This design comes from an exercise in tuning for small area, a short achievable clock period and few clock cycles per item on the open sky130 flow, not from production work.
RTL that was checked went through simulation tests only; none was proved equivalent to the original.
Function not checked in run 1: the RTL went through the layout flow alone.
Power is estimated from default activity; no workload was simulated.

$ cat design/flow/design.v
package ppt_pkg;
	localparam int N_CPUS_DEF     = 16;
	localparam int DEPTH_BITS_DEF = 8;
	localparam int ACT_W  = 3;
	localparam int CPU_W  = 4;
	localparam int TICK_W = 64;
	localparam int STAT_W = 2;
	localparam int CFG_W  = 5;
	localparam logic [ACT_W-1:0] ACT_DISABLE = 3'd0;
	localparam logic [ACT_W-1:0] ACT_ENABLE  = 3'd1;
	localparam logic [ACT_W-1:0] ACT_TICK    = 3'd2;
	localparam logic [ACT_W-1:0] ACT_SLEEP   = 3'd3;
	localparam logic [ACT_W-1:0] ACT_WAKE    = 3'd4;
	localparam logic [ACT_W-1:0] ACT_QUERY   = 3'd5;
	localparam logic [STAT_W-1:0] ST_OK           = 2'd0;
	localparam logic [STAT_W-1:0] ST_RANGE        = 2'd1;
	localparam logic [STAT_W-1:0] ST_NOT_DISABLED = 2'd2;
	localparam logic [STAT_W-1:0] ST_SCHED_FAIL   = 2'd3;
	typedef struct packed {
		logic [STAT_W-1:0] status;
		logic              schedule_request;
		logic              is_preemptible;
		logic [TICK_W-1:0] tick_count;
		logic [TICK_W-1:0] switch_count;
	} ppt_out_t;
	typedef struct packed {
		logic b_load;    
		logic exec;      
		logic skid_v;    
		logic out_ld;    
	} ppt_cmd_t;
endpackage
module ppt_ctrl (
	input  logic              clk,
	input  logic              arst_n,
	input  logic              in_valid,
	output logic              in_ready,
	output logic              out_valid,
	input  logic              out_ready,
	output ppt_pkg::ppt_cmd_t cmd
);
	logic b_v_q;
	logic r_ok_q;
	logic skid_v_q;
	logic out_v_q;
	logic rdy_q;
	logic b_v_d;
	logic r_ok_d;
	logic skid_v_d;
	logic out_v_d;
	logic exec;
	logic b_load;
	logic out_ld;
	assign exec   = b_v_q && r_ok_q && !skid_v_q;
	assign b_load = !skid_v_q && (!b_v_q || r_ok_q);
	assign out_ld = !out_v_q || out_ready;
	assign b_v_d    = b_load ? in_valid : b_v_q;
	assign r_ok_d   = !skid_v_q;
	assign out_v_d  = out_ld ? (skid_v_q || exec) : out_v_q;
	assign skid_v_d = !out_ld && (skid_v_q || exec);
	always_ff @(posedge clk or negedge arst_n) begin
		if (!arst_n) begin
			b_v_q    <= 1'b0;
			r_ok_q   <= 1'b0;
			skid_v_q <= 1'b0;
			out_v_q  <= 1'b0;
			rdy_q    <= 1'b1;
		end else begin
			b_v_q    <= b_v_d;
			r_ok_q   <= r_ok_d;
			skid_v_q <= skid_v_d;
			out_v_q  <= out_v_d;
			rdy_q    <= !skid_v_d && (!b_v_d || r_ok_d);
		end
	end
	assign in_ready  = rdy_q;
	assign out_valid = out_v_q;
	assign cmd.b_load = rdy_q;
	assign cmd.exec   = exec;
	assign cmd.skid_v = skid_v_q;
	assign cmd.out_ld = out_ld && (exec || skid_v_q);
endmodule
module ppt_dp #(
	parameter int N_CPUS     = ppt_pkg::N_CPUS_DEF,
	parameter int DEPTH_BITS = ppt_pkg::DEPTH_BITS_DEF
) (
	input  logic                       clk,
	input  logic                       arst_n,
	input  logic                       cfg_wr_en,
	input  logic [ppt_pkg::CFG_W-1:0]  cfg_wr_data,
	input  logic [ppt_pkg::ACT_W-1:0]  in_action,
	input  logic [ppt_pkg::CPU_W-1:0]  in_cpu,
	input  logic [ppt_pkg::TICK_W-1:0] in_sleep_ticks,
	input  logic [ppt_pkg::TICK_W-1:0] in_wake_time,
	input  logic                       in_schedule_ok,
	output ppt_pkg::ppt_out_t          results_data,
	input  ppt_pkg::ppt_cmd_t          cmd
);
	localparam int TW = ppt_pkg::TICK_W;
	localparam int DW = DEPTH_BITS;
	localparam int AW = ppt_pkg::CPU_W;
	localparam int IW = ppt_pkg::CFG_W + 1;
	logic [ppt_pkg::ACT_W-1:0] b_act_q;
	logic [AW-1:0]             b_cpu_q;
	logic [TW-1:0]             b_op_q;
	logic                      b_sok_q;
	logic                      b_ok_q;
	logic [DW-1:0]             r_dp_q;
	logic [TW-1:0]             r_tk_q;
	logic [TW-1:0]             r_sw_q;
	logic                      pd_wr_q;
	logic                      pd_v_q;
	logic [AW-1:0]             pd_cpu_q;
	logic [TW-1:0]             pd_dl_q;
	logic [AW-1:0]             x_cpu_q;
	logic [ppt_pkg::STAT_W-1:0] x_stat_q;
	logic                      x_req_q;
	logic                      x_pe_q;
	logic [ppt_pkg::CFG_W-1:0] cpus_q;
	logic [N_CPUS-1:0]         vld_q;
	logic [N_CPUS-1:0]         slp_q;
	logic [DW-1:0]             dp_q [N_CPUS];
	logic [TW-1:0]             tk_q [N_CPUS];
	logic [TW-1:0]             sw_q [N_CPUS];
	logic [TW-1:0]             dl_q [N_CPUS];
	ppt_pkg::ppt_out_t         out_q;
	logic                      cfg_ok;
	logic [AW-1:0]             rd_cpu;
	logic                      byp;
	logic [DW-1:0]             rd_dp;
	logic [TW-1:0]             rd_tk;
	logic [TW-1:0]             rd_sw;
	logic [DW-1:0]             dp;
	logic                      sl;
	logic [TW-1:0]             tk;
	logic [TW-1:0]             sw;
	logic [N_CPUS-1:0]         le_d;
	logic [N_CPUS-1:0]         le_q;
	logic [N_CPUS-1:0]         le;
	logic [N_CPUS-1:0]         wsel;
	logic [DW-1:0]             n_dp;
	logic [TW-1:0]             n_tk;
	logic [TW-1:0]             n_sw;
	logic                      n_sl;
	logic [TW-1:0]             sum;
	logic                      sum_z;
	logic [ppt_pkg::STAT_W-1:0] stat;
	logic                      req;
	logic                      is_wake;
	logic                      is_sleep;
	logic                      upd;
	ppt_pkg::ppt_out_t         res;
	assign cfg_ok = cfg_wr_en && (cfg_wr_data != '0)
		&& (IW'(cfg_wr_data) <= IW'(N_CPUS));
	always_comb begin
		if (cmd.skid_v) begin
			rd_cpu = x_cpu_q;
		end else if (cmd.b_load) begin
			rd_cpu = in_cpu;
		end else begin
			rd_cpu = b_cpu_q;
		end
	end
	always_comb begin
		rd_dp = '0;
		rd_tk = '0;
		rd_sw = '0;
		for (int c = 0; c < N_CPUS; c++) begin
			if (vld_q[c] && (rd_cpu == AW'(c))) begin
				rd_dp = rd_dp | dp_q[c];
				rd_tk = rd_tk | tk_q[c];
				rd_sw = rd_sw | sw_q[c];
			end
		end
	end
	assign byp = cmd.exec && (in_cpu == b_cpu_q);
	always_ff @(posedge clk) begin
		if (cmd.b_load) begin
			b_act_q <= in_action;
			b_cpu_q <= in_cpu;
			b_op_q  <= (in_action == ppt_pkg::ACT_WAKE) ? in_wake_time : in_sleep_ticks;
			b_sok_q <= in_schedule_ok;
			b_ok_q  <= (IW'(in_cpu) < IW'(cpus_q));
		end
		r_dp_q <= byp ? n_dp : rd_dp;
		r_tk_q <= byp ? n_tk : rd_tk;
		r_sw_q <= byp ? n_sw : rd_sw;
	end
	assign is_wake  = (b_act_q == ppt_pkg::ACT_WAKE);
	assign is_sleep = (b_act_q == ppt_pkg::ACT_SLEEP);
	always_comb begin
		sl = 1'b0;
		for (int c = 0; c < N_CPUS; c++) begin
			if (b_cpu_q == AW'(c)) begin
				sl = sl | slp_q[c];
			end
		end
	end
	assign dp = r_dp_q;
	assign tk = r_tk_q;
	assign sw = r_sw_q;
	function automatic logic le_fn(input logic [TW-1:0] a, input logic [TW-1:0] b);
		logic [TW-1:0] g;
		logic [TW-1:0] p;
		g = b & ~a;
		p = b | ~a;
		for (int w = 1; w < TW; w = w * 2) begin
			for (int i = 0; i + w < TW; i = i + 2 * w) begin
				g[i] = g[i+w] | (p[i+w] & g[i]);
				p[i] = p[i+w] & p[i];
			end
		end
		le_fn = g[0] | p[0];
	endfunction
	always_comb begin
		for (int c = 0; c < N_CPUS; c++) begin
			le_d[c] = le_fn(dl_q[c], in_wake_time);
		end
		if (pd_wr_q) begin
			le_d[pd_cpu_q] = le_fn(pd_dl_q, in_wake_time);
		end
	end
	always_ff @(posedge clk) begin
		if (cmd.b_load) begin
			le_q <= le_d;
		end
	end
	always_comb begin
		le = le_q;
		if (pd_v_q) begin
			le[pd_cpu_q] = le_fn(pd_dl_q, b_op_q);
		end
	end
	assign sum = tk + b_op_q;
	always_comb begin
		sum_z = !(tk[0] ^ b_op_q[0]);
		for (int i = 1; i < TW; i++) begin
			sum_z = sum_z && ((tk[i] ^ b_op_q[i]) == (tk[i-1] | b_op_q[i-1]));
		end
	end
	always_comb begin
		n_dp = dp;
		n_tk = tk;
		n_sw = sw;
		n_sl = sl;
		stat = ppt_pkg::ST_OK;
		req  = 1'b0;
		case (b_act_q)
			ppt_pkg::ACT_DISABLE: begin
				if (b_ok_q && (dp != '1)) begin
					n_dp = dp + DW'(1);
				end
			end
			ppt_pkg::ACT_ENABLE: begin
				if (!b_ok_q) begin
					stat = ppt_pkg::ST_RANGE;
				end else if (dp == '0) begin
					stat = ppt_pkg::ST_NOT_DISABLED;
				end else begin
					n_dp = dp - DW'(1);
				end
			end
			ppt_pkg::ACT_TICK: begin
				if (!b_ok_q) begin
					stat = ppt_pkg::ST_RANGE;
				end else begin
					n_tk = tk + TW'(1);
					if ((dp == '0) && !sl) begin
						req = 1'b1;
						if (b_sok_q) begin
							n_sw = sw + TW'(1);
						end else begin
							stat = ppt_pkg::ST_SCHED_FAIL;
						end
					end
				end
			end
			ppt_pkg::ACT_SLEEP: begin
				if (!b_ok_q) begin
					stat = ppt_pkg::ST_RANGE;
				end else begin
					n_sl = !sum_z;
				end
			end
			ppt_pkg::ACT_WAKE: begin
				n_sl = sl && !le[b_cpu_q];
			end
			default: begin
			end
		endcase
	end
	always_comb begin
		res.status           = stat;
		res.schedule_request = req;
		res.is_preemptible   = b_ok_q && (n_dp == '0) && !n_sl;
		res.tick_count       = n_tk;
		res.switch_count     = n_sw;
	end
	assign upd = cmd.exec && b_ok_q && !b_act_q[2];
	always_comb begin
		for (int c = 0; c < N_CPUS; c++) begin
			wsel[c] = upd && (b_cpu_q == AW'(c));
		end
	end
	always_ff @(posedge clk) begin
		if (cmd.exec) begin
			x_cpu_q  <= b_cpu_q;
			x_stat_q <= res.status;
			x_req_q  <= res.schedule_request;
			x_pe_q   <= res.is_preemptible;
		end
		for (int c = 0; c < N_CPUS; c++) begin
			if (wsel[c]) begin
				dp_q[c] <= n_dp;
				tk_q[c] <= n_tk;
				sw_q[c] <= n_sw;
			end
			if (pd_wr_q && (pd_cpu_q == AW'(c))) begin
				dl_q[c] <= pd_dl_q;
			end
		end
		if (upd && is_sleep) begin
			pd_dl_q  <= sum;
			pd_cpu_q <= b_cpu_q;
		end
	end
	always_ff @(posedge clk or negedge arst_n) begin
		if (!arst_n) begin
			pd_wr_q <= 1'b0;
			pd_v_q  <= 1'b0;
		end else begin
			pd_wr_q <= upd && is_sleep;
			if (cmd.exec) begin
				pd_v_q <= upd && is_sleep;
			end
		end
	end
	always_ff @(posedge clk or negedge arst_n) begin
		if (!arst_n) begin
			cpus_q <= ppt_pkg::CFG_W'(1);
			vld_q  <= '0;
			slp_q  <= '0;
		end else if (cfg_ok) begin
			cpus_q <= cfg_wr_data;
			vld_q  <= '0;
			slp_q  <= '0;
		end else begin
			for (int c = 0; c < N_CPUS; c++) begin
				if (wsel[c]) begin
					vld_q[c] <= 1'b1;
				end
				if (cmd.exec && is_wake) begin
					slp_q[c] <= slp_q[c] && !le[c];
				end else if (wsel[c] && is_sleep) begin
					slp_q[c] <= !sum_z;
				end
			end
		end
	end
	always_ff @(posedge clk) begin
		if (cmd.out_ld) begin
			if (cmd.skid_v) begin
				out_q.status           <= x_stat_q;
				out_q.schedule_request <= x_req_q;
				out_q.is_preemptible   <= x_pe_q;
				out_q.tick_count       <= rd_tk;
				out_q.switch_count     <= rd_sw;
			end else begin
				out_q <= res;
			end
		end
	end
	assign results_data = out_q;
endmodule
module per_cpu_preemption_tracker #(
	parameter int N_CPUS     = ppt_pkg::N_CPUS_DEF,
	parameter int DEPTH_BITS = ppt_pkg::DEPTH_BITS_DEF
) (
	input  logic                      clk,
	input  logic                      arst_n,
	input  logic                      cfg_wr_en,
	input  logic [ppt_pkg::CFG_W-1:0] cfg_wr_data,
	input  logic                      in_valid,
	output logic                      in_ready,
	input  logic [ppt_pkg::ACT_W-1:0] in_action,
	input  logic [ppt_pkg::CPU_W-1:0] in_cpu,
	input  logic [ppt_pkg::TICK_W-1:0] in_sleep_ticks,
	input  logic [ppt_pkg::TICK_W-1:0] in_wake_time,
	input  logic                      in_schedule_ok,
	output logic                      out_valid,
	input  logic                      out_ready,
	output logic [ppt_pkg::STAT_W-1:0] out_status,
	output logic                      out_sched_req,
	output logic                      out_preemptible,
	output logic [ppt_pkg::TICK_W-1:0] out_tick_count,
	output logic [ppt_pkg::TICK_W-1:0] out_switch_count
);
	ppt_pkg::ppt_out_t results_data;
	ppt_pkg::ppt_cmd_t cmd;
	assign out_status       = results_data.status;
	assign out_sched_req    = results_data.schedule_request;
	assign out_preemptible  = results_data.is_preemptible;
	assign out_tick_count   = results_data.tick_count;
	assign out_switch_count = results_data.switch_count;
	ppt_ctrl u_ctrl (
		.clk       (clk),
		.arst_n    (arst_n),
		.in_valid  (in_valid),
		.in_ready  (in_ready),
		.out_valid (out_valid),
		.out_ready (out_ready),
		.cmd       (cmd)
	);
	ppt_dp #(
		.N_CPUS     (N_CPUS),
		.DEPTH_BITS (DEPTH_BITS)
	) u_dp (
		.clk            (clk),
		.arst_n         (arst_n),
		.cfg_wr_en      (cfg_wr_en),
		.cfg_wr_data    (cfg_wr_data),
		.in_action      (in_action),
		.in_cpu         (in_cpu),
		.in_sleep_ticks (in_sleep_ticks),
		.in_wake_time   (in_wake_time),
		.in_schedule_ok (in_schedule_ok),
		.results_data   (results_data),
		.cmd            (cmd)
	);
endmodule
$ cat design/flow/run.sh
#!/bin/bash
# synth_recipe.tcl (not shown) runs the flow's synth.tcl, then flattens the netlist and writes it again
# the make line also repeats each setting of config.mk as NAME=value (left out here)
make -C /OpenROAD-flow-scripts/flow DESIGN_CONFIG=/design/flow/config.mk WORK_HOME=/design/flow/orfs CLKGATE_MAP_FILE= SYNTH_SCRIPT=/design/flow/synth_recipe.tcl finish
$ cat design/flow/config.mk
export PLATFORM = sky130hd
export DESIGN_NAME = per_cpu_preemption_tracker
export DESIGN_NICKNAME = per_cpu_preemption_tracker
export VERILOG_FILES = /design/flow/design.v
export SDC_FILE = /design/flow/constraint.sdc
export NUM_CORES = 4
export LEC_CHECK = 0
export CAP_MARGIN = 20
export CORE_MARGIN = 2
export CORE_UTILIZATION = 55
export SETUP_SLACK_MARGIN = 4.5
export SLEW_MARGIN = 20
$ cat design/flow/constraint.sdc
create_clock -name core_clock -period 8.0 [get_ports {clk}]
set_input_delay 1.6000 -clock core_clock [delete_from_list [all_inputs] [get_ports {clk}]]
set_output_delay 1.6000 -clock core_clock [all_outputs]
set_load 0.01 [all_outputs]
==> impl_results.md, run 1 <==
- Largest cells by area after synthesis: edfxtp_1 (69%), a22oi_1 (3.2%), maj3_1 (2.9%)
- DR WL/cell: between 30 and 40 um
- Minimum clock period: 4.09 ns
- Ports: 280
- Via Count: ~100k
- Synth Cell Area: ~150,000 um2
- Nets: between 10k and 15k
- Fmax: ~240 MHz
- Sink Count: around 3.7k
- Max_cap viols: 0
- Hold/Removal Path Class: reg -> reg
- Sequential power share: a little under half
- Die W: ~530 um
- Sum Neg Setup Slack: 0 ns
- TritonRoute pass-1 iters: 7
- Unique masters post-synth: just over 90
- Final Wtd Congestion: between 0.9 and 1
- Most frequent cells in the layout: edfxtp_1 (3,493), buf_4 (669), a22oi_1 (642)
- Clock latency (worst-skew pair): between 0.9 and 1 ns
- Hold path cells: 1
- Standard-cell row count: a little under 200
- Yosys warning count: 6
- All-Layer GR Usage: ~38%
- Pre-CTS setup slack: around 1.2 ns
- Avg Cell Area, Syn: between 10 and 15 um2
- Max Slew Vio Count: 0
- First-pass GRT wire length: between 700,000 and 800,000 um
- Top layer in use: met5
- Internal: around 36 mW
- Cell taking the most area after synthesis: edfxtp_1
- Final Cell Area: about 190,000 um2
- Met1 Wirelength: 204,000 um
- Peak fanout along the critical path: 10
- Switching Fraction: 27.8%
- Final period utilization: between 50% and 60%
- Final ANT Viol Nets: 0
- Combinational power share: between 10% and 20%
- Synth Instances: roughly 10k
- Top-area cell type share of the netlist area: between 60% and 70%
- Worst-Margin Slew: approximately 1.1 ns
- Die area: 282,000 um2
- Critical Path RT: 8.78 ns
- WS Path Type: in -> reg
- Most common cell after layout, fill and taps aside: edfxtp_1
- Lkg Pwr: about 64 nW
- Avg Vias per Cell: around 6.8
- Worst-case vdd ir drop: roughly 0.26 mV
- TritonCTS clock tree: built
- Synthesis-stage register bit count: 3,677
- Area growth, synth to finish: 22.4%
- Post-DP Area: 162,000 um2
- R2R depth: 13
- Vias in the first global route: just under 100k
- PortBufs: 279
- DP HPWL: ~310,000 um
- Fraction of registers with async set/reset: approximately 1.2%
- Clk slew on worst S/H paths: 0.06 ns
- Starting DRC count in detailed routing: approximately 15k
- Setup Viol. Count Final: 0
- Max_slew headroom: a little under a quarter
- Total congestion overflow: 0
- Arrival time worst endpoint: a little under 5 ns
- Ys flop type: edfxtp_1
- Antenna violations before repair: 34
- Core ar.: 276,000 um2
- Post-route DRC violation count: 0
- CP Capture Type: flop
- Fin. Hold Viols: 0
- Status: no timing/DRC/antenna violations
- Power consumption: 50.4 mW
- P per Cell Area: 270 nW/um2
- Post-synth EDFFs: ~3.5k
- Met3 Wirelength: around 54,000 um
- Final WS setup: roughly 3.9 ns
- Clock network power share: 35.6%
- RSZ-0062 raised after global routing: yes
- Met2 WL: roughly 250,000 um
- Sequential share of the synthesized area: between 70% and 80%
- Clock Skew: ~0.078 ns
- Final WL: roughly 550,000 um
- CP startpoint kind: input pin
- Starting Density: between 50% and 60%
- CTS buffer count: roughly 370
- Mapped Nets: approximately 11k
- H-Tree Depth: 5
- Clock root cell: clkbuf_16
- Largest net degree at the start of global routing: between 100 and 150
- Post-CTS Hold Buffers: 0
- Sw power: about 14 mW
- Share of layout cells above drive strength 1: about 23%
- CTS Buffer Depth: 4
- Die height: between 500 and 600 um
## worst max-delay path: stages
cell and delay [ns]:
buf_12 0.09, buf_4 0.12, clkinvlp_2 0.47, a21oi_1 0.35
a211oi_1 0.10, maj3_1 0.39, maj3_1 0.38, maj3_2 0.33
o21ai_0 0.08, a21o_1 0.26, maj3_2 0.36, nand3_4 0.13
a32oi_1 0.19
## cell families (layout without fill, tap and decap cells)
family                     count (synthesis)  count (layout)  share of synthesized area, %
and+or+nand+nor                         1886            1908                          6.10
AOI/OAI and AO/OA                       2703            2704                          13.1
other                                      0              28                             0
buffers and inverters                   1000            2382                          2.47
DFF                                     3677            3677                          71.2
adders and majority gates                593             593                          4.13
xor gates and xnor gates                 236             236                          1.35
muxes                                    241             241                          1.64
## per-stage QoR
stage,hold WS [ns],std cells,utilization (%)
final,0.505,15500,67.7
after global routing,0.517,15500,67.7
after CTS,0.495,15300,66.3
after detailed placement,0.481,14100,58.5
after global placement,0.474,14100,58.4
after floorplan,0.424,10300,-
## worst paths after layout
path	start	end	slack [ns]
setup / recovery	in_wake_time[11]	u_dp.le_q[4]$_DFFE_PP_	3.91
hold / removal	u_dp.slp_q[11]$_DFFE_PN0P_	u_dp.slp_q[11]$_DFFE_PN0P_	0.50
setup reg to reg	u_dp.pd_dl_q[56]$_DFFE_PP_	u_dp.le_q[8]$_DFFE_PP_	4.21
hold reg to reg	u_dp.slp_q[11]$_DFFE_PN0P_	u_dp.slp_q[11]$_DFFE_PN0P_	0.50
max in group asynchronous	arst_n	u_ctrl.skid_v_q$_DFF_PN0_	6.76
min in group asynchronous	arst_n	u_dp.cpus_q[2]$_DFFE_PN0P_	0.73
## power groups by stage
stage / Combinational, mW / Clock [mW] / Sequential (mW)
5_1_grt: 9.09 / 18.7 / 23.8
3_5_place_dp: 6.64 / 0 / 24.2
2_1_floorplan: 3.45 / 0 / 23.9
4_1_cts: 8.13 / 18.0 / 23.8
3_3_place_gp: 6.58 / 0 / 24.2
6_report: 8.72 / 17.9 / 23.8
## routing by layer
layer / vias up / global-route usage, %
met1: 53000 / 50.7
met2: 6723 / 59.5
li1: 43500 / -
met4: 10 / 21.3
met5: - / 0
met3: 1266 / 6.33
## sequential cells by signal, indices dropped and copies added, names as in the netlist, 3 cells and up, named ones only
name           flops
u_dp.b_act_q       3
u_dp.sw_q       1024
u_dp.out_q       132
u_dp.pd_dl_q      64
u_dp.vld_q        16
u_dp.r_sw_q       64
u_dp.dp_q        128
u_dp.r_dp_q        8
u_dp.cpus_q        5
u_dp.r_tk_q       64
u_dp.dl_q       1024
u_dp.pd_cpu_q      4
u_dp.tk_q       1024
u_dp.b_cpu_q       4
u_dp.le_q         16
u_dp.b_op_q       64
u_dp.x_cpu_q       4
u_dp.slp_q        16
## synth_stat cells, types with 29 or more instances
cell and n:
nand4_1 69, a22oi_1 651, and2_1 30, a21oi_1 378
a22o_1 346, nand3_1 391, nor2b_1 117, nand2_1 320
and3_1 64, o221ai_1 41, a221oi_1 335, clkbuf_1 450
edfxtp_1 3493, mux2_2 80, xnor2_1 158, mux2i_1 161
dfxtp_1 140, o22ai_1 139, a221o_1 29, o21a_1 41
a31oi_1 34, a222oi_1 111, ha_1 139, inv_1 426
nor3_1 50, a21o_1 52, nand2b_1 215, dfrtp_1 42
xor2_1 78, a211oi_1 80, maj3_1 437, o211ai_1 29
buf_1 92, nor2_1 501, o21ai_0 217, nor4_1 39
## area by class of cell
class | instances | area, um2
inverter | 450 | 1900
antenna | 28 | 70.1
tap | 3705 | 4640
timing repair inverter | 7 | 46.3
sequential | 3677 | 109000
fill | 19000 | 89300
multi-input combinational | 5682 | 46400
clock buffer | 473 | 10100
clock inverter | 214 | 2340
timing repair buffer | 1238 | 12700
## repair_timing
action                                   CTS  global route
cloned                                    44            12
endpoints found under the setup margin  3663          1276
endpoints found under the hold margin      0             0
buffers inserted                         427           162
resized for setup                       1349           482
pin swaps                                314           305
==> run 2: changes to the inputs <==
--- a/design/flow/design.v
+++ b/design/flow/design.v
@@ -80,6 +80,27 @@
 	assign cmd.skid_v = skid_v_q;
 	assign cmd.out_ld = out_ld && (exec || skid_v_q);
 endmodule
+module ppt_le #(
+	parameter int W = ppt_pkg::TICK_W
+) (
+	input  logic [W-1:0] a,
+	input  logic [W-1:0] b,
+	output logic         le
+);
+	always_comb begin
+		logic [W-1:0] g;
+		logic [W-1:0] p;
+		g = b & ~a;
+		p = b | ~a;
+		for (int w = 1; w < W; w = w * 2) begin
+			for (int i = 0; i + w < W; i = i + 2 * w) begin
+				g[i] = g[i+w] | (p[i+w] & g[i]);
+				p[i] = p[i+w] & p[i];
+			end
+		end
+		le = g[0] | p[0];
+	end
+endmodule
 module ppt_dp #(
 	parameter int N_CPUS     = ppt_pkg::N_CPUS_DEF,
 	parameter int DEPTH_BITS = ppt_pkg::DEPTH_BITS_DEF
@@ -199,25 +220,18 @@
 	assign dp = r_dp_q;
 	assign tk = r_tk_q;
 	assign sw = r_sw_q;
-	function automatic logic le_fn(input logic [TW-1:0] a, input logic [TW-1:0] b);
-		logic [TW-1:0] g;
-		logic [TW-1:0] p;
-		g = b & ~a;
-		p = b | ~a;
-		for (int w = 1; w < TW; w = w * 2) begin
-			for (int i = 0; i + w < TW; i = i + 2 * w) begin
-				g[i] = g[i+w] | (p[i+w] & g[i]);
-				p[i] = p[i+w] & p[i];
-			end
-		end
-		le_fn = g[0] | p[0];
-	endfunction
+	logic [N_CPUS-1:0] le_cpu;
+	logic              le_pd_in;
+	logic              le_pd_ex;
+	for (genvar c = 0; c < N_CPUS; c++) begin : g_le
+		ppt_le #(.W(TW)) u_le (.a(dl_q[c]), .b(in_wake_time), .le(le_cpu[c]));
+	end
+	ppt_le #(.W(TW)) u_le_pd_in (.a(pd_dl_q), .b(in_wake_time), .le(le_pd_in));
+	ppt_le #(.W(TW)) u_le_pd_ex (.a(pd_dl_q), .b(b_op_q), .le(le_pd_ex));
 	always_comb begin
-		for (int c = 0; c < N_CPUS; c++) begin
-			le_d[c] = le_fn(dl_q[c], in_wake_time);
-		end
+		le_d = le_cpu;
 		if (pd_wr_q) begin
-			le_d[pd_cpu_q] = le_fn(pd_dl_q, in_wake_time);
+			le_d[pd_cpu_q] = le_pd_in;
 		end
 	end
 	always_ff @(posedge clk) begin
@@ -228,7 +242,7 @@
 	always_comb begin
 		le = le_q;
 		if (pd_v_q) begin
-			le[pd_cpu_q] = le_fn(pd_dl_q, b_op_q);
+			le[pd_cpu_q] = le_pd_ex;
 		end
 	end
 	assign sum = tk + b_op_q;
--- a/design/flow/config.mk
+++ b/design/flow/config.mk
@@ -8,5 +8,6 @@
 export CAP_MARGIN = 20
 export CORE_MARGIN = 2
 export CORE_UTILIZATION = 55
-export SETUP_SLACK_MARGIN = 4.5
+export SETUP_SLACK_MARGIN = 4.4
 export SLEW_MARGIN = 20
+export SYNTH_HIERARCHICAL = 1
==> run 2 against run 1 <==
  * Critical path depth up 4
  * Clock power barely moved
  * Clock-buffer cell count up 21
  * Die area up 2.4%
  * Non-clock buffer count shrank 151
  * Global-route usage decreased by 3.1 points
  * Setup slack better by 0.066 ns
  * Sequential power barely moved
  * Design area increased by 1.4%
  * Maximum frequency increased by 1.6%
  * First-iteration DRC count shrank 15%
  * Combinational power fell by 5.3%
  * Critical path type is now reg -> reg
  * Largest cell class unchanged
  * Largest power group unchanged
==> impl_results.md, run 2 <==
- Status: no timing/DRC/antenna violations
- Pre-CTS setup slack: approximately 1.7 ns
- Most frequent cells in the layout: edfxtp_1 (3,493), inv_1 (1,243), a22oi_1 (584)
- Crit path capture: u_dp.out_q[128]$_DFFE_PP_
- Max_slew headroom: roughly a fifth
- Largest family of logic cells by synthesized area: compound AO/OA/AOI/OAI gates
- Fin. Hold Viols: 0
- DR WL/cell: about 32 um
- Post-route DRC violation count: 0
- Top-area cell type share of the netlist area: around two thirds
- Worst r2r dst: u_dp.out_q[128]$_DFFE_PP_
- Final Cell Area: between 150,000 and 200,000 um2
- Setup crit start: u_dp.b_op_q[12]$_DFFE_PP_
- Worst-Margin Slew: around 1.2 ns
- Largest net degree at the start of global routing: 100
- Mapped Nets: between 10k and 15k
- Reg2reg start: u_dp.b_op_q[12]$_DFFE_PP_
- PortBufs: 279
- Fraction of registers with async set/reset: 1.20%
- Final Wtd Congestion: roughly 0.9
- Ys flop type: edfxtp_1
- Nets: ~13k
- R2R depth: 17
- Core ar.: approximately 280,000 um2
- WS Path Type: reg -> reg
- Synth Cell Area: about 160,000 um2
- Lkg Pwr: a little under 70 nW
- RSZ-0062 raised after global routing: yes
- Hold/Removal Path Class: reg -> reg
- Compound-gate portion of the synthesized area: around an eighth
- CTS Buffer Depth: 4
- Peak fanout along the critical path: 8
- Starting DRC count in detailed routing: roughly 13k
- TritonRoute pass-1 iters: 9
- Most common cell after layout, fill and taps aside: edfxtp_1
- Vias in the first global route: ~100k
- Critical Path RT: about 9 ns
- First-pass GRT wire length: just over 700,000 um
- CP startpoint kind: flop
- Final period utilization: between 50% and 60%
- Post-synth top cells: edfxtp_1 (3,493), inv_1 (1,282), nor2_1 (591)
- Die W: around 540 um
- Die height: roughly 540 um
- Setup Viol. Count Final: 0
- Top flop regs: u_dp.dl_q (1024), u_dp.sw_q (1024), u_dp.tk_q (1024)
- H-Tree Depth: 5
- Minimum clock period: approximately 4.0 ns
- Worst-case vdd ir drop: ~0.27 mV
- Adder-cell share of the synthesized area: under 10%
- Cell taking the most area after synthesis: edfxtp_1
- Top-count cell post-synth: edfxtp_1
- All-Layer GR Usage: between 30% and 40%
- Final ANT Viol Nets: 0
- Clk slew on worst S/H paths: 0.06 ns
- P per Cell Area: 262 nW/um2
- Largest cells by area after synthesis: edfxtp_1 (67%), inv_1 (3.1%), a22oi_1 (2.8%)
- Post-DP Area: ~170,000 um2
- Max Slew Vio Count: 0
- Post-CTS Hold Buffers: 0
- Post-synth EDFFs: between 3k and 4k
- Clock Skew: around 0.076 ns
- CP Capture Type: flop
- Avg Vias per Cell: ~6.5
- Mux cell area share after synthesis: about 1.7%
- Max_cap viols: 0
- CTS buffer count: 377
- Hold_sp: u_ctrl.r_ok_q$_DFF_PN0_
- Avg Cell Area, Syn: 14.0 um2
- Ports: 280
- Sink Count: roughly 3.7k
- R2R setup slack: ~4 ns
- Unique masters post-synth: between 90 and 100
- Final WS setup: between 3 and 4 ns
- TritonCTS clock tree: built
- DP HPWL: 285,000 um
- Starting Density: a little under three fifths
- Clock latency (worst-skew pair): 1.00 ns
- Via Count: between 100k and 150k
- Fmax: between 200 and 250 MHz
- Final WL: around 530,000 um
- Sum Neg Setup Slack: 0 ns
- Die area: 289,000 um2
- Standard-cell row count: between 150 and 200
- Synth Instances: ~11k
- Hold_ws: just under 0.5 ns
- Sequential share of the synthesized area: between 60% and 70%
- Share of layout cells above drive strength 1: 18.7%
- Antenna violations before repair: 19
- Total congestion overflow: 0
- Yosys warning count: 17
- Number of fillers in the final layout: 19.7k
- XOR/XNOR share of the synthesized area: about 1.3%
- Arrival time worst endpoint: between 4 and 5 ns
- Area growth, synth to finish: 21.2%
- Post-Synth Simple-Gate Area: under 10%
- Synthesis-stage register bit count: ~3.7k
- Clock root cell: clkbuf_16
run 2: changes by cell type after synthesis, moves of 50 or more:
cell | before | now
a22o_1 | 346 | 295
a22oi_1 | 651 | 588
buf_1 | 92 | 42
clkbuf_1 | 450 | 314
inv_1 | 426 | 1282
maj3_1 | 437 | 324
maj3_2 | 16 | 72
nand2_1 | 320 | 221
nand2b_1 | 215 | 305
nor2_1 | 501 | 591
nor2b_1 | 117 | 250
nor3_1 | 50 | 120
o221ai_1 | 41 | 112
o2bb2ai_1 | 3 | 73
run 2: cells by family (layout without fill, tap and decap cells):
logic type / Yosys count / count (layout)
flip-flops: 3677 / 3677
AO/OA/AOI/OAI: 2650 / 2650
AND/OR/NAND/NOR: 2186 / 2212
buffers and inverters: 1657 / 3082
adder cells (fa/ha/maj): 535 / 535
multiplexers: 252 / 252
XOR/XNOR: 234 / 237
other: 0 / 18
run 2: area by class of cell:
| class | count | area [um2] | share of cell area [%] |
|---|---|---|---|
| flip-flops and latches | 3677 | 109000 | 57.3 |
| multi-input cells | 5886 | 46800 | 24.7 |
| repair buffers | 1087 | 12000 | 6.34 |
| clock buffers | 494 | 10400 | 5.50 |
| inverters | 1283 | 4880 | 2.57 |
| well taps | 3743 | 4680 | 2.47 |
| clock inverters | 202 | 1920 | 1.01 |
| repair inverters | 16 | 121 | 0.0639 |
| diodes | 18 | 45.0 | 0.0237 |
run 2: routing by layer:
metal | wire (um) | part of all wire, % | vias up | GRT usage (%)
li1 | - | - | 45400 | -
met1 | 197000 | 37 | 53600 | 45.1
met2 | 249000 | 47 | 5789 | 56.5
met3 | 45200 | 8.6 | 1219 | 4.89
met4 | 36100 | 6.8 | 0 | 20.9
met5 | 0 | 0 | - | 0
run 2: timing repair:
item,CTS,global route
pin swaps,144,201
endpoints found under the setup margin,3333,1593
gates cloned,51,45
gates resized for setup,893,578
setup buffers,318,159
run 2: worst min path at each step:
stage | to | slack (ns) | depth (start not counted)
after floorplan | u_dp.pd_cpu_q[0]$_DFFE_PP_ | 0.42 | 0
after global placement | u_ctrl.rdy_q$_DFF_PN1_ | 0.47 | 1
after detailed placement | u_dp.vld_q[15]$_DFFE_PN0P_ | 0.48 | 1
after CTS | u_ctrl.rdy_q$_DFF_PN1_ | 0.49 | 1
after global routing | u_dp.vld_q[5]$_DFFE_PN0P_ | 0.53 | 1
final | u_ctrl.rdy_q$_DFF_PN1_ | 0.49 | 1
run 2: stage by stage:
step,std cells,utilization [%],total power [mW]
after floorplan,11200,-,27.0
after detailed placement,15100,58.6,30.5
final,16400,67.1,49.6
after global routing,16400,67.1,50.9
after CTS,16200,65.5,49.1
after global placement,15100,58.5,30.3
run 2: worst max-delay path: stages (launching register included):
cell and delay (ns):
edfxtp_1 0.43, buf_4 0.16, inv_1 0.06, o2bb2ai_1 0.14
nor4_2 0.27, buf_4 0.17, o211ai_1 0.16, a21oi_2 0.32
nor3_4 0.09, o211ai_1 0.18, buf_4 0.22, and3_4 0.22
a32oi_2 0.16, mux4_2 0.52, nor2_2 0.13, a21oi_2 0.06
a2111oi_4 0.36, mux2_4 0.20
run 2: report_power, final:
part           total [mW]  internal (mW)  leakage [nW]  switching, mW
Sequential           23.7           22.8          33.1          0.891
Combinational        8.26           3.02          28.7           5.25
Clock                17.7           10.3          6.06           7.41
Total                49.6           36.1          67.8           13.5
Testbench counts of run 2, summed over its fixed seeds: cycles 24,043, items 24,027.
==> run 3: changes to the inputs <==
--- a/design/flow/design.v
+++ b/design/flow/design.v
@@ -101,6 +101,14 @@
 		le = g[0] | p[0];
 	end
 endmodule
+module ppt_late (
+	input  logic d0,
+	input  logic d1,
+	input  logic l,
+	output logic y
+);
+	assign y = l ? d1 : d0;
+endmodule
 module ppt_dp #(
 	parameter int N_CPUS     = ppt_pkg::N_CPUS_DEF,
 	parameter int DEPTH_BITS = ppt_pkg::DEPTH_BITS_DEF
@@ -133,7 +141,7 @@
 	logic                      pd_v_q;
 	logic [AW-1:0]             pd_cpu_q;
 	logic [TW-1:0]             pd_dl_q;
-	logic [AW-1:0]             x_cpu_q;
+	logic [N_CPUS-1:0]         x_sel_q;
 	logic [ppt_pkg::STAT_W-1:0] x_stat_q;
 	logic                      x_req_q;
 	logic                      x_pe_q;
@@ -146,7 +154,22 @@
 	logic [TW-1:0]             dl_q [N_CPUS];
 	ppt_pkg::ppt_out_t         out_q;
 	logic                      cfg_ok;
-	logic [AW-1:0]             rd_cpu;
+	logic [N_CPUS-1:0]         b_sel_q;
+	logic [N_CPUS-1:0]         in_sel;
+	logic [N_CPUS-1:0]         rd_sel;
+	logic                      r_sl_q;
+	logic [N_CPUS-1:0]         slp_d;
+	logic                      le_addr;
+	logic [N_CPUS-1:0]         pd_m;
+	logic                      r_sl_a;
+	logic                      r_sl_b;
+	logic                      r_sl_d;
+	logic                      sl_d0;
+	logic                      sl_d1;
+	logic                      pe_pre;
+	logic                      pe_gate;
+	logic                      pe;
+	logic                      pd_hit;
 	logic                      byp;
 	logic [DW-1:0]             rd_dp;
 	logic [TW-1:0]             rd_tk;
@@ -174,12 +197,15 @@
 	assign cfg_ok = cfg_wr_en && (cfg_wr_data != '0)
 		&& (IW'(cfg_wr_data) <= IW'(N_CPUS));
 	always_comb begin
+		for (int c = 0; c < N_CPUS; c++) begin
+			in_sel[c] = (in_cpu == AW'(c));
+		end
 		if (cmd.skid_v) begin
-			rd_cpu = x_cpu_q;
+			rd_sel = x_sel_q;
 		end else if (cmd.b_load) begin
-			rd_cpu = in_cpu;
+			rd_sel = in_sel;
 		end else begin
-			rd_cpu = b_cpu_q;
+			rd_sel = b_sel_q;
 		end
 	end
 	always_comb begin
@@ -187,7 +213,7 @@
 		rd_tk = '0;
 		rd_sw = '0;
 		for (int c = 0; c < N_CPUS; c++) begin
-			if (vld_q[c] && (rd_cpu == AW'(c))) begin
+			if (vld_q[c] && rd_sel[c]) begin
 				rd_dp = rd_dp | dp_q[c];
 				rd_tk = rd_tk | tk_q[c];
 				rd_sw = rd_sw | sw_q[c];
@@ -199,6 +225,7 @@
 		if (cmd.b_load) begin
 			b_act_q <= in_action;
 			b_cpu_q <= in_cpu;
+			b_sel_q <= in_sel;
 			b_op_q  <= (in_action == ppt_pkg::ACT_WAKE) ? in_wake_time : in_sleep_ticks;
 			b_sok_q <= in_schedule_ok;
 			b_ok_q  <= (IW'(in_cpu) < IW'(cpus_q));
@@ -206,17 +233,11 @@
 		r_dp_q <= byp ? n_dp : rd_dp;
 		r_tk_q <= byp ? n_tk : rd_tk;
 		r_sw_q <= byp ? n_sw : rd_sw;
+		r_sl_q <= r_sl_d;
 	end
 	assign is_wake  = (b_act_q == ppt_pkg::ACT_WAKE);
 	assign is_sleep = (b_act_q == ppt_pkg::ACT_SLEEP);
-	always_comb begin
-		sl = 1'b0;
-		for (int c = 0; c < N_CPUS; c++) begin
-			if (b_cpu_q == AW'(c)) begin
-				sl = sl | slp_q[c];
-			end
-		end
-	end
+	assign sl = r_sl_q;
 	assign dp = r_dp_q;
 	assign tk = r_tk_q;
 	assign sw = r_sw_q;
@@ -245,6 +266,18 @@
 			le[pd_cpu_q] = le_pd_ex;
 		end
 	end
+	assign le_addr = |(b_sel_q & le_q);
+	assign pd_hit  = pd_v_q && (pd_cpu_q == b_cpu_q);
+	always_comb begin
+		for (int c = 0; c < N_CPUS; c++) begin
+			pd_m[c] = cmd.exec && is_wake && pd_v_q && (pd_cpu_q == AW'(c));
+		end
+	end
+	assign r_sl_a = |(rd_sel & ~pd_m & slp_q & ~((cmd.exec && is_wake) ? le_q : '0));
+	assign r_sl_b = |(rd_sel & pd_m & slp_q);
+	assign sl_d1  = byp ? (n_sl && !(is_wake && pd_hit)) : r_sl_a;
+	assign sl_d0  = byp ? n_sl : (r_sl_a || r_sl_b);
+	ppt_late u_late_sl (.d0(sl_d0), .d1(sl_d1), .l(le_pd_ex), .y(r_sl_d));
 	assign sum = tk + b_op_q;
 	always_comb begin
 		sum_z = !(tk[0] ^ b_op_q[0]);
@@ -297,28 +330,31 @@
 				end
 			end
 			ppt_pkg::ACT_WAKE: begin
-				n_sl = sl && !le[b_cpu_q];
+				n_sl = sl && !(!pd_hit && le_addr);
 			end
 			default: begin
 			end
 		endcase
 	end
+	assign pe_pre  = b_ok_q && (n_dp == '0) && !n_sl;
+	assign pe_gate = is_wake && pd_hit && b_ok_q && (n_dp == '0);
+	ppt_late u_late_pe (.d0(pe_pre), .d1(pe_pre || pe_gate), .l(le_pd_ex), .y(pe));
 	always_comb begin
 		res.status           = stat;
 		res.schedule_request = req;
-		res.is_preemptible   = b_ok_q && (n_dp == '0) && !n_sl;
+		res.is_preemptible   = pe;
 		res.tick_count       = n_tk;
 		res.switch_count     = n_sw;
 	end
 	assign upd = cmd.exec && b_ok_q && !b_act_q[2];
 	always_comb begin
 		for (int c = 0; c < N_CPUS; c++) begin
-			wsel[c] = upd && (b_cpu_q == AW'(c));
+			wsel[c] = upd && b_sel_q[c];
 		end
 	end
 	always_ff @(posedge clk) begin
 		if (cmd.exec) begin
-			x_cpu_q  <= b_cpu_q;
+			x_sel_q  <= b_sel_q;
 			x_stat_q <= res.status;
 			x_req_q  <= res.schedule_request;
 			x_pe_q   <= res.is_preemptible;
@@ -349,6 +385,16 @@
 			end
 		end
 	end
+	always_comb begin
+		for (int c = 0; c < N_CPUS; c++) begin
+			slp_d[c] = slp_q[c];
+			if (cmd.exec && is_wake) begin
+				slp_d[c] = slp_q[c] && !le[c];
+			end else if (wsel[c] && is_sleep) begin
+				slp_d[c] = !sum_z;
+			end
+		end
+	end
 	always_ff @(posedge clk or negedge arst_n) begin
 		if (!arst_n) begin
 			cpus_q <= ppt_pkg::CFG_W'(1);
@@ -359,15 +405,11 @@
 			vld_q  <= '0;
 			slp_q  <= '0;
 		end else begin
+			slp_q <= slp_d;
 			for (int c = 0; c < N_CPUS; c++) begin
 				if (wsel[c]) begin
 					vld_q[c] <= 1'b1;
 				end
-				if (cmd.exec && is_wake) begin
-					slp_q[c] <= slp_q[c] && !le[c];
-				end else if (wsel[c] && is_sleep) begin
-					slp_q[c] <= !sum_z;
-				end
 			end
 		end
 	end
--- a/design/flow/config.mk
+++ b/design/flow/config.mk
@@ -8,6 +8,6 @@
 export CAP_MARGIN = 20
 export CORE_MARGIN = 2
 export CORE_UTILIZATION = 55
-export SETUP_SLACK_MARGIN = 4.4
+export SETUP_SLACK_MARGIN = 4.5
 export SLEW_MARGIN = 20
 export SYNTH_HIERARCHICAL = 1
==> run 3 against run 2 <==
  * Utilization shrank 1.1 points
  * Critical path depth shrank 5
  * Setup slack gained 0.41 ns
  * Flip-flop and latch count grew 29
  * Synthesized area grew 0.89%
  * Global-route usage grew 2.0 points
  * Synthesized cell count grew 1.4%
  * Clock-buffer cell count shrank 21
  * Cell count is essentially flat
  * Sequential share of layout area grew 0.82 points
  * Critical endpoint unchanged
==> impl_results.md, run 3 <==
- Status: no timing/DRC/antenna violations
- Cell taking the most area after synthesis: edfxtp_1
- Max_cap viols: 0
- Sum Neg Setup Slack: 0 ns
- Post-synth EDFFs: approximately 3.5k
- Power consumption: 50.7 mW
- Post-DP Area: 167,000 um2
- CTS Buffer Depth: 4
- Worst-case vdd ir drop: 0.222 mV
- Ports: 280
- Top-area cell type share of the netlist area: around two thirds
- Final cell count without fillers: approximately 16k
- Die area: 292,000 um2
- Unique masters post-synth: 87
- Core ar.: roughly 290,000 um2
- Combinational power share: 16.5%
- Total congestion overflow: 0
- TritonCTS clock tree: built
- Clock Skew: roughly 0.053 ns
- Synth Cell Area: 158,000 um2
- Avg Cell Area, Syn: roughly 14 um2
- Sequential power share: 47.8%
- Top flop regs: u_dp.dl_q (1024), u_dp.sw_q (1024), u_dp.tk_q (1024)
- Max Slew Vio Count: 0
- CTS buffer count: between 300 and 400
- H-Tree Depth: 5
- Avg Vias per Cell: around 6.6
- Most common cell after layout, fill and taps aside: edfxtp_1
- CP startpoint kind: flop
- Clk slew on worst S/H paths: roughly 0.060 ns
- Final Cell Area: 188,000 um2
- Fin. Hold Viols: 0
- All-Layer GR Usage: a little under two fifths
- Lkg Pwr: ~68 nW
- Synth Instances: 11.4k
- Worst-Margin Slew: about 1.2 ns
- Slowest-stage cell, CP: a2111oi_4
- Mapped Nets: approximately 12k
- Standard-cell row count: between 150 and 200
- Largest cells by area after synthesis: edfxtp_1 (67%), inv_1 (3.0%), a22oi_1 (3.0%)
- Setup Viol. Count Final: 0
- Via Count: ~110k
- Cell Chain, Critical Path: buf_12 > nor2b_1 > maj3_1 > maj3_1 > o21ai_0 > a221oi_1 > a2111oi_4 > o211ai_1 > buf_6 > buf_4 > mux2_4 > mux2_2
- Clock network power share: between 30% and 40%
- Hold/Removal Path Class: reg -> reg
- Final WL: roughly 560,000 um
- Final ANT Viol Nets: 0
- CP Capture Type: flop
- Sw power: 14.3 mW
- Ys flop type: edfxtp_1
- Top-count cell post-synth: edfxtp_1
- PortBufs: 279
- Die W: ~540 um
- WS Path Type: reg -> reg
- Die height: roughly 540 um
- Buffers & Inverters on Critical Path: 3
- Minimum clock period: between 3 and 4 ns
- Post-CTS Hold Buffers: 0
- Post-synth top cells: edfxtp_1 (3,509), inv_1 (1,263), nor2_1 (648)
- Largest net degree at the start of global routing: a little over 100
- Sequential share of the synthesized area: 69.3%
- Share of layout cells above drive strength 1: between 15 and 20%
- Arrival time worst endpoint: approximately 4.3 ns
- Synthesis-stage register bit count: around 3.7k
- Sink Count: roughly 3.7k
- Final Wtd Congestion: ~0.95
- DP HPWL: ~300,000 um
- DR WL/cell: around 34 um
- Post-route DRC violation count: 0
- First-pass GRT wire length: ~770,000 um
- Vias in the first global route: around 100k
- Area growth, synth to finish: 19.2%
- Dpl cells: roughly 15k
- RSZ-0062 raised after global routing: yes
- Clock latency (worst-skew pair): 0.96 ns
- Fmax: between 200 and 300 MHz
- Peak fanout along the critical path: 20
- Internal: 36.4 mW
- Antenna violations before repair: 39
- Fraction of registers with async set/reset: ~1.2%
- Nets: ~13k
- CP most frequent cell: maj3_1
- Switching Fraction: between 20% and 30%
- Worst path max stage delay: slightly above 0.4 ns
- P per Cell Area: ~270 nW/um2
- Cell family with most CP delay: compound AO/OA/AOI/OAI gates
- Starting DRC count in detailed routing: roughly 15k
- Yosys warning count: 17
- Most frequent cells in the layout: edfxtp_1 (3,509), inv_1 (1,236), a22oi_1 (621)
- Final period utilization: 45.1%
- Starting Density: a little under three fifths
- Critical Path RT: 8.67 ns
- Clock root cell: clkbuf_16
- TritonRoute pass-1 iters: 7
- Max_slew headroom: approximately a fifth
[run 3: cell types whose count changed in the layout (fill, tap and decap cells not counted), sizes merged, moves of 40 or more]
cell,change
and2,+69
and3,-40
buf,-141
clkdlybuf4s50,-75
dlygate4sd2,+52
mux2i,-49
nand2,+51
nand3,-108
nand4,+94
nor2,+54
[run 3: what timing repair did]
item	CTS	global route
gates cloned	54	23
setup endpoints to repair	4500	1141
pin swaps	143	144
endpoints found under the hold margin	0	0
setup buffers	221	104
gates resized for setup	848	399
[run 3: final cells by class]
type | count | area (um2)
flip-flops and latches | 3706 | 110000
fillers | 20400 | 97000
multi-input cells | 6021 | 46300
repair buffers | 940 | 10400
clock buffers | 473 | 10300
inverters | 1263 | 4750
well taps | 3762 | 4710
clock inverters | 237 | 2400
diodes | 16 | 40.0
repair inverters | 4 | 30.0
[run 3: final timing paths]
kind                                            start                         to  slack [ns]  cells past startpoint
max                        u_dp.pd_dl_q[50]$_DFFE_PP_  u_dp.out_q[128]$_DFFE_PP_        4.39                     12
min                         u_dp.vld_q[7]$_DFFE_PN0P_  u_dp.vld_q[7]$_DFFE_PN0P_        0.51                      2
max reg2reg                u_dp.pd_dl_q[50]$_DFFE_PP_  u_dp.out_q[128]$_DFFE_PP_        4.39                     12
min reg2reg                 u_dp.vld_q[7]$_DFFE_PN0P_  u_dp.vld_q[7]$_DFFE_PN0P_        0.51                      2
max in group asynchronous                      arst_n  u_dp.slp_q[5]$_DFFE_PN0P_        6.71                      2
min in group asynchronous                      arst_n    u_ctrl.r_ok_q$_DFF_PN0_        0.77                      2
[run 3: worst register-to-register path, cell delays in order, from the launching register on]
cell	delay (ns)
edfxtp_1	0.37
buf_12	0.20
nor2b_1	0.08
maj3_1	0.36
maj3_1	0.37
o21ai_0	0.21
a221oi_1	0.16
a2111oi_4	0.41
o211ai_1	0.24
buf_6	0.21
buf_4	0.17
mux2_4	0.30
mux2_2	0.29
[run 3: stage by stage]
step                utilization (%)  setup slack, ns  hold slack (ns)
finish                         66.0             4.39            0.505
CTS                            65.0             4.38            0.499
global route                   66.0             4.34            0.516
global placement               58.5             1.28            0.462
floorplan                         -             3.14            0.431
detailed placement             58.6             2.05            0.477
[run 3: power by group through the flow]
stage | sequential [mW] | combinational (mW) | clock, mW
2_1_floorplan | 24.1 | 3.61 | 0
6_report | 24.2 | 8.35 | 18.1
4_1_cts | 24.2 | 7.76 | 18.2
3_5_place_dp | 24.7 | 6.90 | 0
3_3_place_gp | 24.7 | 6.76 | 0
5_1_grt | 24.2 | 8.73 | 19.0
[run 3: cell families (layout without fill, tap and decap cells)]
group,after synthesis,count (layout),share of synthesized area (%)
AO/OA/AOI/OAI,2673,2673,12.6
XOR/XNOR,246,246,1.37
adder cells (fa/ha/maj),536,536,3.68
buffers and inverters,1655,2917,3.96
flip-flops,3706,3706,69.3
multiplexers,231,231,1.57
other,0,16,0
AND/OR/NAND/NOR,2306,2335,7.53
[run 3: metal layers]
| metal | GRT usage, % | vias up | share of wire, % |
|---|---|---|---|
| li1 | - | 45600 | - |
| met1 | 47.8 | 55200 | 37 |
| met2 | 60.3 | 6746 | 47 |
| met3 | 5.78 | 1257 | 9.8 |
| met4 | 19.4 | 10 | 6.2 |
| met5 | 0 | - | 0.010 |
[run 3: modules after synthesis (local to each module, per instance), a selection]
| module | cells inside | flops+latches | copies in the design |
|---|---|---|---|
| ppt_ctrl | 20 | 5 | 1 |
| ppt_late | 1 | 0 | 2 |
Testbench counts of run 3, summed over its fixed seeds: cycles 24,043, items 24,027.
==> run 4: changes to the inputs <==
--- a/design/flow/config.mk
+++ b/design/flow/config.mk
@@ -8,6 +8,8 @@
 export CAP_MARGIN = 20
 export CORE_MARGIN = 2
 export CORE_UTILIZATION = 55
+export CTS_CLUSTER_DIAMETER = 100
+export CTS_CLUSTER_SIZE = 24
 export SETUP_SLACK_MARGIN = 4.5
 export SLEW_MARGIN = 20
 export SYNTH_HIERARCHICAL = 1
==> run 4 against run 3 <==
  * Synthesized cell count did not move
  * Design area decreased by 3.9%
  * First-iteration DRC count shrank 1.3%
  * Utilization decreased by 2.6 points
  * Clock-buffer cell count fell by 189
  * Clock skew fell by 0.0022 ns
  * Global-route usage shrank 0.39 points
  * Critical path depth down 1
  * Largest cell class unchanged
  * Highest routed layer unchanged
==> impl_results.md, run 4 <==
- Status: no timing/DRC/antenna violations
- Total congestion overflow: 0
- Sequential share of the synthesized area: a little under 70%
- Max Slew Vio Count: 0
- Clock network power share: around 25%
- WS Path Type: in -> reg
- DP HPWL: approximately 300,000 um
- Max_slew headroom: between 10% and 20%
- Clock Skew: 0.0512 ns
- Critical Path RT: 8.66 ns
- Final Cell Area: between 150,000 and 200,000 um2
- Synth Cell Area: roughly 160,000 um2
- Max_cap viols: 0
- Mapped Nets: ~12k
- Most common cell after layout, fill and taps aside: edfxtp_1
- Die area: just under 300,000 um2
- DR WL/cell: 34.6 um
- Fraction of registers with async set/reset: under 10%
- Combinational power share: approximately a fifth
- Top flop regs: u_dp.dl_q (1024), u_dp.sw_q (1024), u_dp.tk_q (1024)
- Sw power: 12.7 mW
- Fmax: 282 MHz
- Area growth, synth to finish: 14.6%
- Hold_ws: slightly above 0.5 ns
- Share of layout cells above drive strength 1: approximately 15%
- Post-route DRC violation count: 0
- Minimum clock period: around 3.5 ns
- Die W: around 540 um
- CTS buffer count: roughly 180
- Die height: 540 um
- Busiest layer in global routing: met2
- Most frequent cells in the layout: edfxtp_1 (3,509), inv_1 (1,237), a22oi_1 (622)
- Pre-CTS setup slack: 2.05 ns
- Vias in the first global route: slightly above 100k
- Starting DRC count in detailed routing: between 10k and 15k
- First-pass GRT wire length: ~760,000 um
- Final period utilization: around 44%
- Final ANT Viol Nets: 0
- Via Count: between 100k and 150k
- Standard-cell row count: between 150 and 200
- GR Layer Usage met2: around 60%
- CP Capture Type: flop
- Post-DP Area: around 170,000 um2
- Lkg Pwr: roughly 64 nW
- Post-CTS Hold Buffers: 0
- PortBufs: 279
- Global-route met3 utilization: 5.00%
- Synthesis-stage register bit count: approximately 3.7k
- Core ar.: 285,000 um2
- Cell taking the most area after synthesis: edfxtp_1
- Power consumption: between 40 and 50 mW
- Unique masters post-synth: 87
- Avg Vias per Cell: approximately 6.7
- Slowest-stage cell, CP: a2111oi_4
- P per Cell Area: 238 nW/um2
- Post-synth EDFFs: approximately 3.5k
- RSZ-0062 raised after global routing: yes
- Antenna violations before repair: 33
- Nets: between 10k and 15k
- Met1 GRT Util: 47.8%
- Ys flop type: edfxtp_1
- Fin. Hold Viols: 0
- Synth Instances: 11.4k
- Top-area cell type share of the netlist area: 66.7%
- CTS Buffer Depth: 4
- Clock root cell: clkbuf_16
- TritonRoute pass-1 iters: 9
- H-Tree Depth: 4
- Hold/Removal Path Class: reg -> reg
- Sink Count: 3,706
- Cell Chain, Critical Path: buf_12 > buf_12 > buf_4 > nor2b_1 > maj3_1 > maj3_1 > o21ai_2 > a221oi_2 > a2111oi_4 > o211ai_1 > mux2_2
- Internal: ~30 mW
- Worst-Margin Slew: 1.20 ns
- Sum Neg Setup Slack: 0 ns
- Clock latency (worst-skew pair): just over 0.9 ns
- All-Layer GR Usage: around 36%
- Final Wtd Congestion: 0.947
- Sequential power share: between 50% and 60%
- Peak fanout along the critical path: 11
- Clk slew on worst S/H paths: ~0.1 ns
- Avg Cell Area, Syn: about 14 um2
- Top-count cell post-synth: edfxtp_1
- Yosys warning count: 17
- Worst path max stage delay: roughly 0.60 ns
- TritonCTS clock tree: built
- Final WL: approximately 560,000 um
- Setup Viol. Count Final: 0
- Largest cells by area after synthesis: edfxtp_1 (67%), inv_1 (3.0%), a22oi_1 (3.0%)
- Largest net degree at the start of global routing: just over 100
- Starting Density: around 55%
- Final WS setup: between 4 and 5 ns
- Number of fillers in the final layout: 21.1k
- CP startpoint kind: input pin
- Post-synth top cells: edfxtp_1 (3,509), inv_1 (1,263), nor2_1 (648)
- Switching Fraction: around 30%
- Worst-case vdd ir drop: roughly 0.21 mV
- Arrival time worst endpoint: 4.21 ns
- Ports: between 200 and 300
-- run 4: cell counts after synthesis --
Identical to the previous run, type by type.
-- run 4: kinds of logic (layout without fill, tap and decap cells) --
| group | count (synthesis) | count (layout) | share of synthesized area [%] |
|---|---|---|---|
| flops | 3706 | 3706 | 69.3 |
| compound gates | 2673 | 2673 | 12.6 |
| simple gates | 2306 | 2333 | 7.53 |
| buf+inv | 1655 | 2523 | 3.96 |
| fa+ha+maj | 536 | 536 | 3.68 |
| xor+xnor | 246 | 246 | 1.37 |
| mux | 231 | 231 | 1.57 |
| other cells | 0 | 23 | 0 |
-- run 4: power by group through the flow --
stage               Combinational [mW]  Sequential, mW  Clock [mW]
floorplan                         3.61            24.1           0
global placement                  6.76            24.7           0
detailed placement                6.90            24.7           0
CTS                               7.79            24.1        10.6
global route                      8.73            24.2        11.3
finish                            8.34            24.2        10.6
-- run 4: metrics by stage --
| step | cells | util, % |
|---|---|---|
| floorplan | 11400 | - |
| finish | 16000 | 63.4 |
| global placement | 15300 | 58.5 |
| detailed placement | 15300 | 58.6 |
| CTS | 15900 | 62.4 |
| global route | 16000 | 63.4 |
-- run 4: final timing paths --
check                                        endpoint  cells after the start                  startpoint  slack (ns)
max                            u_dp.le_q[4]$_DFFE_PP_                     11            in_wake_time[50]        4.45
min                        u_dp.cpus_q[4]$_DFFE_PN0P_                      1  u_dp.cpus_q[4]$_DFFE_PN0P_        0.51
max reg2reg                    u_dp.le_q[8]$_DFFE_PP_                      6  u_dp.pd_cpu_q[0]$_DFFE_PP_        4.47
min reg2reg                u_dp.cpus_q[4]$_DFFE_PN0P_                      1  u_dp.cpus_q[4]$_DFFE_PN0P_        0.51
max in group asynchronous   u_ctrl.skid_v_q$_DFF_PN0_                      2                      arst_n        6.70
min in group asynchronous     u_dp.pd_v_q$_DFFE_PN0P_                      2                      arst_n        0.79
-- run 4: Yosys stat by module (local to each module, per instance), a selection --
module / cells inside / flops+latches / copies in the design / cell area (um2)
ppt_ctrl: 20 / 5 / 1 / 224
ppt_late: 1 / 0 / 2 / 15.0
-- run 4: area by class of cell --
class	count	area, um2	share of cell area [%]
multi-input combinational	6019	46300	25.6
timing repair inverter	3	22.5	0.0124
inverter	1263	4750	2.62
tap	3762	4710	2.60
timing repair buffer	953	10300	5.71
antenna	23	57.6	0.0318
clock buffer	284	5050	2.79
sequential	3706	110000	60.5
clock inverter	20	226	0.125
-- run 4: worst max-delay path: cells and delay by family --
kind                     cells  cell delay, ns
adder cells (fa/ha/maj)      2            0.73
AND/OR/NAND/NOR              1            0.12
AO/OA/AOI/OAI                4            1.06
multiplexers                 1            0.30
buffers and inverters        3            0.40
-- run 4: what timing repair did --
item / CTS / global route
pin swaps: 147 / 165
buffers inserted: 216 / 123
resized for setup: 861 / 418
cloned: 52 / 21
endpoints found under the setup margin: 4458 / 830
-- run 4: routing by layer --
metal	share of wire (%)	vias up	routed length, um
met5	0.016	-	91
met4	5.9	14	32700
met3	9.2	1081	51300
met2	48	6300	264000
met1	37	54900	207000
li1	-	44900	-
==> run 5: changes to the inputs <==
--- a/design/flow/design.v
+++ b/design/flow/design.v
@@ -84,21 +84,21 @@
 	parameter int W = ppt_pkg::TICK_W
 ) (
 	input  logic [W-1:0] a,
-	input  logic [W-1:0] b,
+	input  logic [W-1:0] nb,
 	output logic         le
 );
 	always_comb begin
 		logic [W-1:0] g;
 		logic [W-1:0] p;
-		g = b & ~a;
-		p = b | ~a;
+		g = a & nb;
+		p = a | nb;
 		for (int w = 1; w < W; w = w * 2) begin
 			for (int i = 0; i + w < W; i = i + 2 * w) begin
 				g[i] = g[i+w] | (p[i+w] & g[i]);
 				p[i] = p[i+w] & p[i];
 			end
 		end
-		le = g[0] | p[0];
+		le = !g[0];
 	end
 endmodule
 module ppt_late (
@@ -243,12 +243,14 @@
 	assign sw = r_sw_q;
 	logic [N_CPUS-1:0] le_cpu;
 	logic              le_pd_in;
+	logic [TW-1:0]     now_n;
+	assign now_n = ~in_wake_time;
 	logic              le_pd_ex;
 	for (genvar c = 0; c < N_CPUS; c++) begin : g_le
-		ppt_le #(.W(TW)) u_le (.a(dl_q[c]), .b(in_wake_time), .le(le_cpu[c]));
+		ppt_le #(.W(TW)) u_le (.a(dl_q[c]), .nb(now_n), .le(le_cpu[c]));
 	end
-	ppt_le #(.W(TW)) u_le_pd_in (.a(pd_dl_q), .b(in_wake_time), .le(le_pd_in));
-	ppt_le #(.W(TW)) u_le_pd_ex (.a(pd_dl_q), .b(b_op_q), .le(le_pd_ex));
+	ppt_le #(.W(TW)) u_le_pd_in (.a(pd_dl_q), .nb(now_n), .le(le_pd_in));
+	ppt_le #(.W(TW)) u_le_pd_ex (.a(pd_dl_q), .nb(~b_op_q), .le(le_pd_ex));
 	always_comb begin
 		le_d = le_cpu;
 		if (pd_wr_q) begin
--- a/design/flow/config.mk
+++ b/design/flow/config.mk
@@ -13,3 +13,4 @@
 export SETUP_SLACK_MARGIN = 4.5
 export SLEW_MARGIN = 20
 export SYNTH_HIERARCHICAL = 1
+export TNS_END_PERCENT = 5
==> run 5 against run 4 <==
  * Via count decreased by 1.4%
  * First-iteration DRC count increased by 2.2%
  * Critical endpoint is now out_tick_count[63]
  * Combinational power decreased by 2%
  * Routed wire length decreased by 0.69%
  * Flip-flop and latch count unchanged
  * Setup slack got worse by 0.19 ns
  * Die area decreased by 3.0%
  * Non-clock buffer count decreased by 99
  * Largest cell class unchanged
  * Clock skew increased by 0.0081 ns
  * Clock power about the same
  * Sequential power about the same
  * Worst hold slack got worse by 0.046 ns
==> impl_results.md, run 5 <==
- Status: no timing/DRC/antenna violations
- Minimum clock period: roughly 3.7 ns
- Yosys warning count: 17
- Post-synth EDFFs: about 3.5k
- Fin util: 63.0%
- All-Layer GR Usage: 37.1%
- Post-DP Area: around 160,000 um2
- Final Wtd Congestion: approximately 0.95
- R2R setup slack: between 4 and 5 ns
- Final period utilization: roughly 47%
- Die W: 532 um
- CP Capture Type: output port
- Sw power: around 13 mW
- Total congestion overflow: 0
- WS Path Type: reg -> out
- Post-CTS Hold Buffers: 0
- Avg Vias per Cell: between 7 and 8
- Max_cap viols: 0
- CTS buffer count: 180
- Via Count: between 100k and 150k
- RSZ-0062 raised after global routing: yes
- Cell Chain, Critical Path: clkdlybuf4s50_1
- Final Cell Area: 174,000 um2
- Top-count cell post-synth: edfxtp_1
- Setup crit start: u_dp.out_q[127]$_DFFE_PP_
- Synth Cell Area: 153,000 um2
- Clock Skew: roughly 0.059 ns
- Largest net degree at the start of global routing: slightly above 90
- Final WL: roughly 550,000 um
- Fin. Hold Viols: 0
- Cell family with most CP delay: buffers and inverters
- Switching Fraction: between 20 and 30%
- Post-route DRC violation count: 0
- Fraction of registers with async set/reset: approximately 1.2%
- Hold/Removal Path Class: reg -> reg
- Top flop regs: u_dp.dl_q (1024), u_dp.sw_q (1024), u_dp.tk_q (1024)
- Final ANT Viol Nets: 0
- PortBufs: around 280
- Number of fillers in the final layout: around 20k
- Mapped Nets: 10.9k
- Unique masters post-synth: 94
- TritonRoute pass-1 iters: 9
- Nets: between 10k and 15k
- Most frequent cells in the layout: edfxtp_1 (3,509), nor2_1 (895), a21oi_1 (608)
- Buffers & Inverters on Critical Path: 1
- Die area: ~280,000 um2
- H-Tree Depth: 4
- Largest cells by area after synthesis: edfxtp_1 (69%), a22oi_1 (2.8%), nor2_1 (2.3%)
- Sequential share of the synthesized area: a little over 70%
- Standard-cell row count: about 190
- Post-synth top cells: edfxtp_1 (3,509), nor2_1 (941), a21oi_1 (638)
- CP Depth: 1
- Vias in the first global route: around 100k
- P per Cell Area: around 250 nW/um2
- Starting Density: a little under three fifths
- Arrival time worst endpoint: ~2.1 ns
- TritonCTS clock tree: built
- Antenna violations before repair: 26
- Slowest-stage cell, CP: clkdlybuf4s50_1
- R2R depth: 10
- Setup Viol. Count Final: 0
- Sum Neg Setup Slack: 0 ns
- Sink Count: 3,706
- Lkg Pwr: between 50 and 60 nW
- Clock latency (worst-skew pair): 0.94 ns
- CP startpoint kind: flop
- Top-area cell type share of the netlist area: 68.8%
- Share of layout cells above drive strength 1: between 10% and 20%
- Synthesis-stage register bit count: 3,706
- Clock network power share: 24.5%
- Worst-case vdd ir drop: between 0.2 and 0.3 mV
[run 5: what timing repair did]
item                       4_1_cts  5_1_grt
buffers inserted               158       91
setup endpoints to repair     3675     2793
cloned                          43       28
pin swaps                       69       68
gates resized for setup        439      397
[run 5: cell type report]
| class | instances | area (um2) | share of cell area, % |
|---|---|---|---|
| flip-flops and latches | 3706 | 110000 | 62.9 |
| multi-input cells | 6181 | 43900 | 25.2 |
| repair buffers | 854 | 9440 | 5.42 |
| clock buffers | 280 | 4960 | 2.85 |
| well taps | 3705 | 4640 | 2.66 |
| inverters | 314 | 1320 | 0.758 |
| clock inverters | 17 | 228 | 0.131 |
| repair inverters | 7 | 52.6 | 0.0302 |
| diodes | 17 | 42.5 | 0.0244 |
[run 5: modules after synthesis, one instance, submodules excluded, excerpt]
module    flops+latches  times used  cells inside
ppt_ctrl              5           1            20
ppt_late              0           2             1
[run 5: cell families after synthesis]
| family | synth area share, % |
|---|---|
| xor+xnor | 1.46 |
| flops | 71.5 |
| compound gates | 15.2 |
| buf+inv | 1.77 |
| mux | 1.60 |
| simple gates | 6.82 |
| fa+ha+maj | 1.63 |
[run 5: power by group through the flow]
stage | Clock (mW) | Combinational (mW) | Sequential (mW)
global route | 11.2 | 8.59 | 24.3
CTS | 10.6 | 7.66 | 24.2
global placement | 0 | 6.88 | 24.7
floorplan | 0 | 3.70 | 24.1
detailed placement | 0 | 6.96 | 24.7
finish | 10.5 | 8.21 | 24.3
[run 5: routing by layer]
metal	wire length, um	global-route usage, %	up-vias	part of all wire [%]
li1	-	-	44000	-
met1	205000	50.0	53900	37
met2	257000	59.4	6765	47
met3	56300	4.88	1116	10
met4	33000	19.3	10	6.0
met5	58	0	-	0.011
[run 5: how the worst min path moves through the flow]
stage          slack (ns)                           to  cells after the start                       start
3_3_place_gp         0.43  u_dp.dl_q[10][53]$_DFFE_PP_                      0  u_dp.pd_dl_q[53]$_DFFE_PP_
4_1_cts              0.47  u_dp.dl_q[10][53]$_DFFE_PP_                      0  u_dp.pd_dl_q[53]$_DFFE_PP_
3_5_place_dp         0.45  u_dp.dl_q[10][53]$_DFFE_PP_                      0  u_dp.pd_dl_q[53]$_DFFE_PP_
6_report             0.47  u_dp.dl_q[10][53]$_DFFE_PP_                      0  u_dp.pd_dl_q[53]$_DFFE_PP_
5_1_grt              0.47  u_dp.dl_q[10][53]$_DFFE_PP_                      0  u_dp.pd_dl_q[53]$_DFFE_PP_
2_1_floorplan        0.43   u_dp.x_sel_q[15]$_DFFE_PP_                      0    u_dp.b_sel_q[15]$_DFF_P_
[run 5: metrics by stage]
stage               std cells  setup slack, ns  total power [mW]  hold WS, ns
floorplan               10600             1.95              27.8        0.431
global placement        14400             2.39              31.6        0.432
detailed placement      14400             2.40              31.6        0.446
CTS                     14900             4.24              42.4        0.469
global route            15100             4.19              44.1        0.475
finish                  15100             4.26              43.0        0.468
Testbench counts of run 5, summed over its fixed seeds: cycles 24,043, items 24,027.

Check on run 5: ideal ports give 4.256 ns setup slack; a clkbuf_16 on the clock port and buf_2 on the inputs give 4.141 ns; moving port delays by the midpoint clock arrival (1.028 ns) as well gives 3.394 ns.
